This design comes from an exercise in tuning for small area, a short achievable clock period and few clock cycles on the open sky130 flow, not from production work. Only simulation tests tie the RTL to the original design; equivalence was not proved. No activity file was given, so power comes from the tool's default toggle rates.

// dendrite_accum
module dendrite_accum #(
  parameter int CHARGE_WIDTH = ucaspian_pkg::CHARGE_WIDTH_DEF,
  parameter int MAX_ADDR     = 255
) (
  input  logic                           clk,
  input  logic                           reset,
  input  logic [ucaspian_pkg::NEURON_AW-1:0]           dend_addr,
  input  logic signed [ucaspian_pkg::DEND_CHARGE_W-1:0] dend_charge,
  input  logic                           dend_vld,
  output logic                           dend_rdy,
  input  logic                           drain_start,
  output logic [ucaspian_pkg::NEURON_AW-1:0]           neuron_addr,
  output logic signed [CHARGE_WIDTH-1:0] neuron_charge,
  output logic                           neuron_vld,
  input  logic                           neuron_rdy,
  output logic                           drain_done,
  output logic                           busy
);
  localparam int AW    = ucaspian_pkg::NEURON_AW;
  localparam int CW    = ucaspian_pkg::DEND_CHARGE_W;
  localparam int W     = CHARGE_WIDTH;
  localparam int DEPTH = MAX_ADDR + 1;
  localparam int NG    = 16;             
  localparam int GS    = DEPTH / NG;     
  logic             in_drain_q;
  logic             dend_rdy_q;
  logic             busy_q;
  logic             done_q;
  logic [DEPTH-1:0] act_q;               
  logic             v1_q;                
  logic             low1_q;              
  logic [GS-1:0]    grp1_q;              
  logic             d1_q;                
  logic [NG-1:0]    hi1_n;
  logic [GS-1:0]    lo1_n;
  logic [CW-1:0]    c1_q;
  logic             v2_q;
  logic             f2_q;                
  logic [AW-1:0]    a2_q;
  logic [CW-1:0]    c2_q;
  logic [W-1:0]     r2_q;
  logic             v3_q;
  logic [AW-1:0]    a3_q;
  logic [W-1:0]     w3_q;
  logic [1:0]       qv_q;
  logic [AW-1:0]    qa_q [2];
  logic [W-1:0]     qc_q [2];
  function automatic logic [W-1:0] sat_add(input logic [W-1:0] a, input logic [CW-1:0] c);
    logic [W:0] x;
    x = {a[W-1], a} + {{(W+1-CW){c[CW-1]}}, c};
    if (x[W] != x[W-1]) sat_add = x[W] ? {1'b1, {(W-1){1'b0}}} : {1'b0, {(W-1){1'b1}}};
    else                sat_add = x[W-1:0];
  endfunction
  logic [DEPTH-1:0] rsel;
  logic [AW-1:0]    a1;
  logic [W-1:0]     rd;
  logic             hit1;
  logic             fwd3;
  ...
Size in the first run: about 50 I/O pins.
Settings: LEC_CHECK=0, CAP_MARGIN=20, CORE_MARGIN=2, CORE_UTILIZATION=55, SLEW_MARGIN=20, SYNTH_HIERARCHICAL=1; clock period 10.0 ns.
standard.sh (not shown) runs the stock make flow with config.mk's settings and CLKGATE_MAP_FILE= SYNTH_SCRIPT=/design/flow/synth_recipe.tcl, a recipe that flattens the netlist after the stock synthesis.
==> flow/flow/run.sh <==
#!/bin/bash
# Standard layout (standard.sh, ORFS from synthesis to finish) with two changes to how it is
# made, none to the constraints: repair_timing aims at a setup margin past the clock period,
# so it keeps shortening the critical paths, and the port buffers are plain buffers.
set -euo pipefail
bash standard.sh SETUP_SLACK_MARGIN=6.5 \
  "BUFFER_PORTS_ARGS=-buffer_cell sky130_fd_sc_hd__buf_4" \
  finish > standard_flow.log 2>&1
The baseline went through all stages and came out clean.
Testbench counts at the start, summed over its fixed seeds: cycles 8,393.
Edit:
--- a/flow/design.v
+++ b/flow/design.v
@@ -230,32 +230,32 @@
     .any_o  (act_any),
     .first_o(gfirst)
   );
   always_comb begin
     lsel = '0;
     for (int j = 0; j < NG; j++) begin
       lsel = lsel | (lfirst[j] & {GS{gfirst[j]}});
       for (int k = 0; k < GS; k++) iso[j*GS+k] = gfirst[j] && lfirst[j][k];
     end
   end
   logic [NG-1:0]    in_hi;
   logic [GS-1:0]    in_lo;
-  logic [NG-1:0]    in_gt;               
-  logic [GS-1:0]    in_ge;               
+  logic [NG-1:0]    in_lt;               
+  logic [GS-1:0]    in_blt;              
   logic [DEPTH-1:0] in_sel;
   logic [GS-1:0]    in_grp;
   assign in_hi = NG'(1) << dend_addr[AW-1:AW/2];
   assign in_lo = GS'(1) << dend_addr[AW/2-1:0];
-  assign in_gt = ~((NG'(2) << dend_addr[AW-1:AW/2]) - NG'(1));
-  assign in_ge = ~((GS'(1) << dend_addr[AW/2-1:0]) - GS'(1));
+  assign in_lt  = (NG'(1) << dend_addr[AW-1:AW/2]) - NG'(1);
+  assign in_blt = (GS'(1) << dend_addr[AW/2-1:0]) - GS'(1);
   for (genvar i = 0; i < DEPTH; i++) begin : g_in_sel
     assign in_sel[i] = in_hi[i / GS] && in_lo[i % GS];
   end
   always_comb begin
     in_grp = '0;
     for (int j = 0; j < NG; j++) in_grp = in_grp | (act_q[j*GS +: GS] & {GS{in_hi[j]}});
   end
   logic accept;
   logic issue_ok;
   logic issue;
   logic pop;
   logic in_drain_d;
@@ -282,64 +282,78 @@
       d1_q       <= 1'b0;
       v2_q       <= 1'b0;
       f2_q       <= 1'b0;
       v3_q       <= 1'b0;
       qv_q       <= '0;
     end else begin
       in_drain_q <= in_drain_d;
       dend_rdy_q <= !in_drain_d;
       busy_q     <= in_drain_d || accept || v1_q || v2_q;
       done_q     <= done_d;
       act_q      <= (act_q | (accept ? in_sel : '0)) & ~(issue_ok ? iso : '0);
       v1_q       <= accept;
-      low1_q     <= !act_any || (|(gfirst & in_gt)) || ((|(gfirst & in_hi)) && (|(lsel & in_ge)));
+      low1_q     <= !(|(gne & in_lt)) && !(|(in_grp & in_blt));    
       d1_q       <= issue;
       v2_q       <= v1_q;
       f2_q       <= v2_q && (a2_q == a1);
       v3_q       <= v2_q;
       qv_q       <= (pop ? {1'b0, qv_q[1]} : qv_q) | ({2{d1_q}} & q_push);
     end
   end
   always_ff @(posedge clk) begin
     if (in_drain_q || issue_ok) begin
       hi1_n <= ~gfirst;
       lo1_n <= ~lsel;
     end else begin
       hi1_n <= ~in_hi;
       lo1_n <= ~in_lo;
     end
     grp1_q <= in_grp;
     c1_q <= dend_charge;
     a2_q <= a1;
     c2_q <= c1_q;
     r2_q <= (fwd3 || hit1) ? rq : '0;
     a3_q <= a2_q;
     w3_q <= sum_val;
   end
-  always_ff @(posedge clk) begin
-    if (!qv_q[0] || neuron_rdy) begin
-      qa_q[0] <= qv_q[1] ? qa_q[1] : a1;
-      qc_q[0] <= qv_q[1] ? qc_q[1] : rq;
+  logic          q0_ld;
+  logic [AW-1:0] qa0_d;
+  logic [W-1:0]  qc0_d;
+  assign q0_ld = !qv_q[0] || neuron_rdy;
+  assign qa0_d = q0_ld ? (qv_q[1] ? qa_q[1] : a1) : qa_q[0];
+  assign qc0_d = q0_ld ? (qv_q[1] ? qc_q[1] : rq) : qc_q[0];
+  always_ff @(posedge clk or posedge reset) begin
+    if (reset) begin
+      qa_q[0] <= '0;
+      qc_q[0] <= '0;
+    end else begin
+      qa_q[0] <= qa0_d;
+      qc_q[0] <= qc0_d;
     end
+  end
+  dendrite_outreg #(.WIDTH(AW + W)) u_out (
+    .clk(clk),
+    .d_i({qa0_d, qc0_d}),
+    .q_o({neuron_addr, neuron_charge})
+  );
+  always_ff @(posedge clk) begin
     if (pop || !qv_q[1]) begin
       qa_q[1] <= a1;
       qc_q[1] <= rq;
     end
   end
   assign dend_rdy      = dend_rdy_q;
   assign busy          = busy_q;
   assign drain_done    = done_q;
   assign neuron_vld    = qv_q[0];
-  assign neuron_addr   = qa_q[0];
-  assign neuron_charge = qc_q[0];
 endmodule
 module dendrite_ffs16 (
   input  logic [15:0] x_i,
   output logic        any_o,
   output logic [15:0] first_o
 );
   logic [3:0] q_n;       
   logic [3:0] nb;        
   for (genvar m = 0; m < 4; m++) begin : g_q
     dendrite_nor4 u_q (.a(x_i[4*m]), .b(x_i[4*m+1]), .c(x_i[4*m+2]), .d(x_i[4*m+3]), .y(q_n[m]));
   end
   dendrite_nand4 u_any (.a(q_n[0]), .b(q_n[1]), .c(q_n[2]), .d(q_n[3]), .y(any_o));
@@ -412,12 +426,23 @@
 module dendrite_andn2 (
   input  logic a, n0, n1,
   output logic y
 );
   assign y = a & ~(n0 | n1);
 endmodule
 module dendrite_andn3 (
   input  logic a, n0, n1, n2,
   output logic y
 );
   assign y = a & ~(n0 | n1 | n2);
 endmodule
+module dendrite_outreg #(
+  parameter int WIDTH = 24
+) (
+  input  logic             clk,
+  input  logic [WIDTH-1:0] d_i,
+  output logic [WIDTH-1:0] q_o
+);
+  always_ff @(posedge clk) begin
+    q_o <= d_i;
+  end
+endmodule
After rerunning: Clock-buffer cell count rises by 18. Combinational power went up by 12%. Final cell count climbs by 1.7%. Worst hold slack hardly moves. Clock skew is higher by 0.024 ns. Routed wire length is higher by 2.5%.
Testbench counts after the change, summed over its fixed seeds: cycles 8,393.

-- static timing again, ports no longer ideal --
Ports are ideal in the flow. The routed layouts listed here were re-timed in OpenROAD. Step 1, drivers: a clkbuf_16 drives clk and a buf_2 each remaining input, both assumed. Step 2 moves the port delays by t, midway between the first and last clock arrival at a register: inputs arrive t later, outputs are due t later. That takes back most of the time a late clock gives input paths. a / b / c = ideal / step 1 / step 2; a / b = the first two.
| run | t (ns) | setup WS [ns] | hold slack, ns | clock arrival spread, ns | worst slew at a driven data input, ns |
|---|---|---|---|---|---|
| the first run | 1.065 | 6.072 / 6.050 / 5.273 | 0.326 / 0.326 / 0.326 | 0.049 / 0.049 | 0.13 |
| the second run | 1.081 | 6.403 / 6.317 / 5.248 | 0.327 / 0.327 / 0.327 | 0.070 / 0.070 | 0.26 |
After both steps setup and hold are still met in every run listed. The setup slack of the second run, which loses most, moves by -0.086 ns with the drivers and by -1.155 ns with both steps.
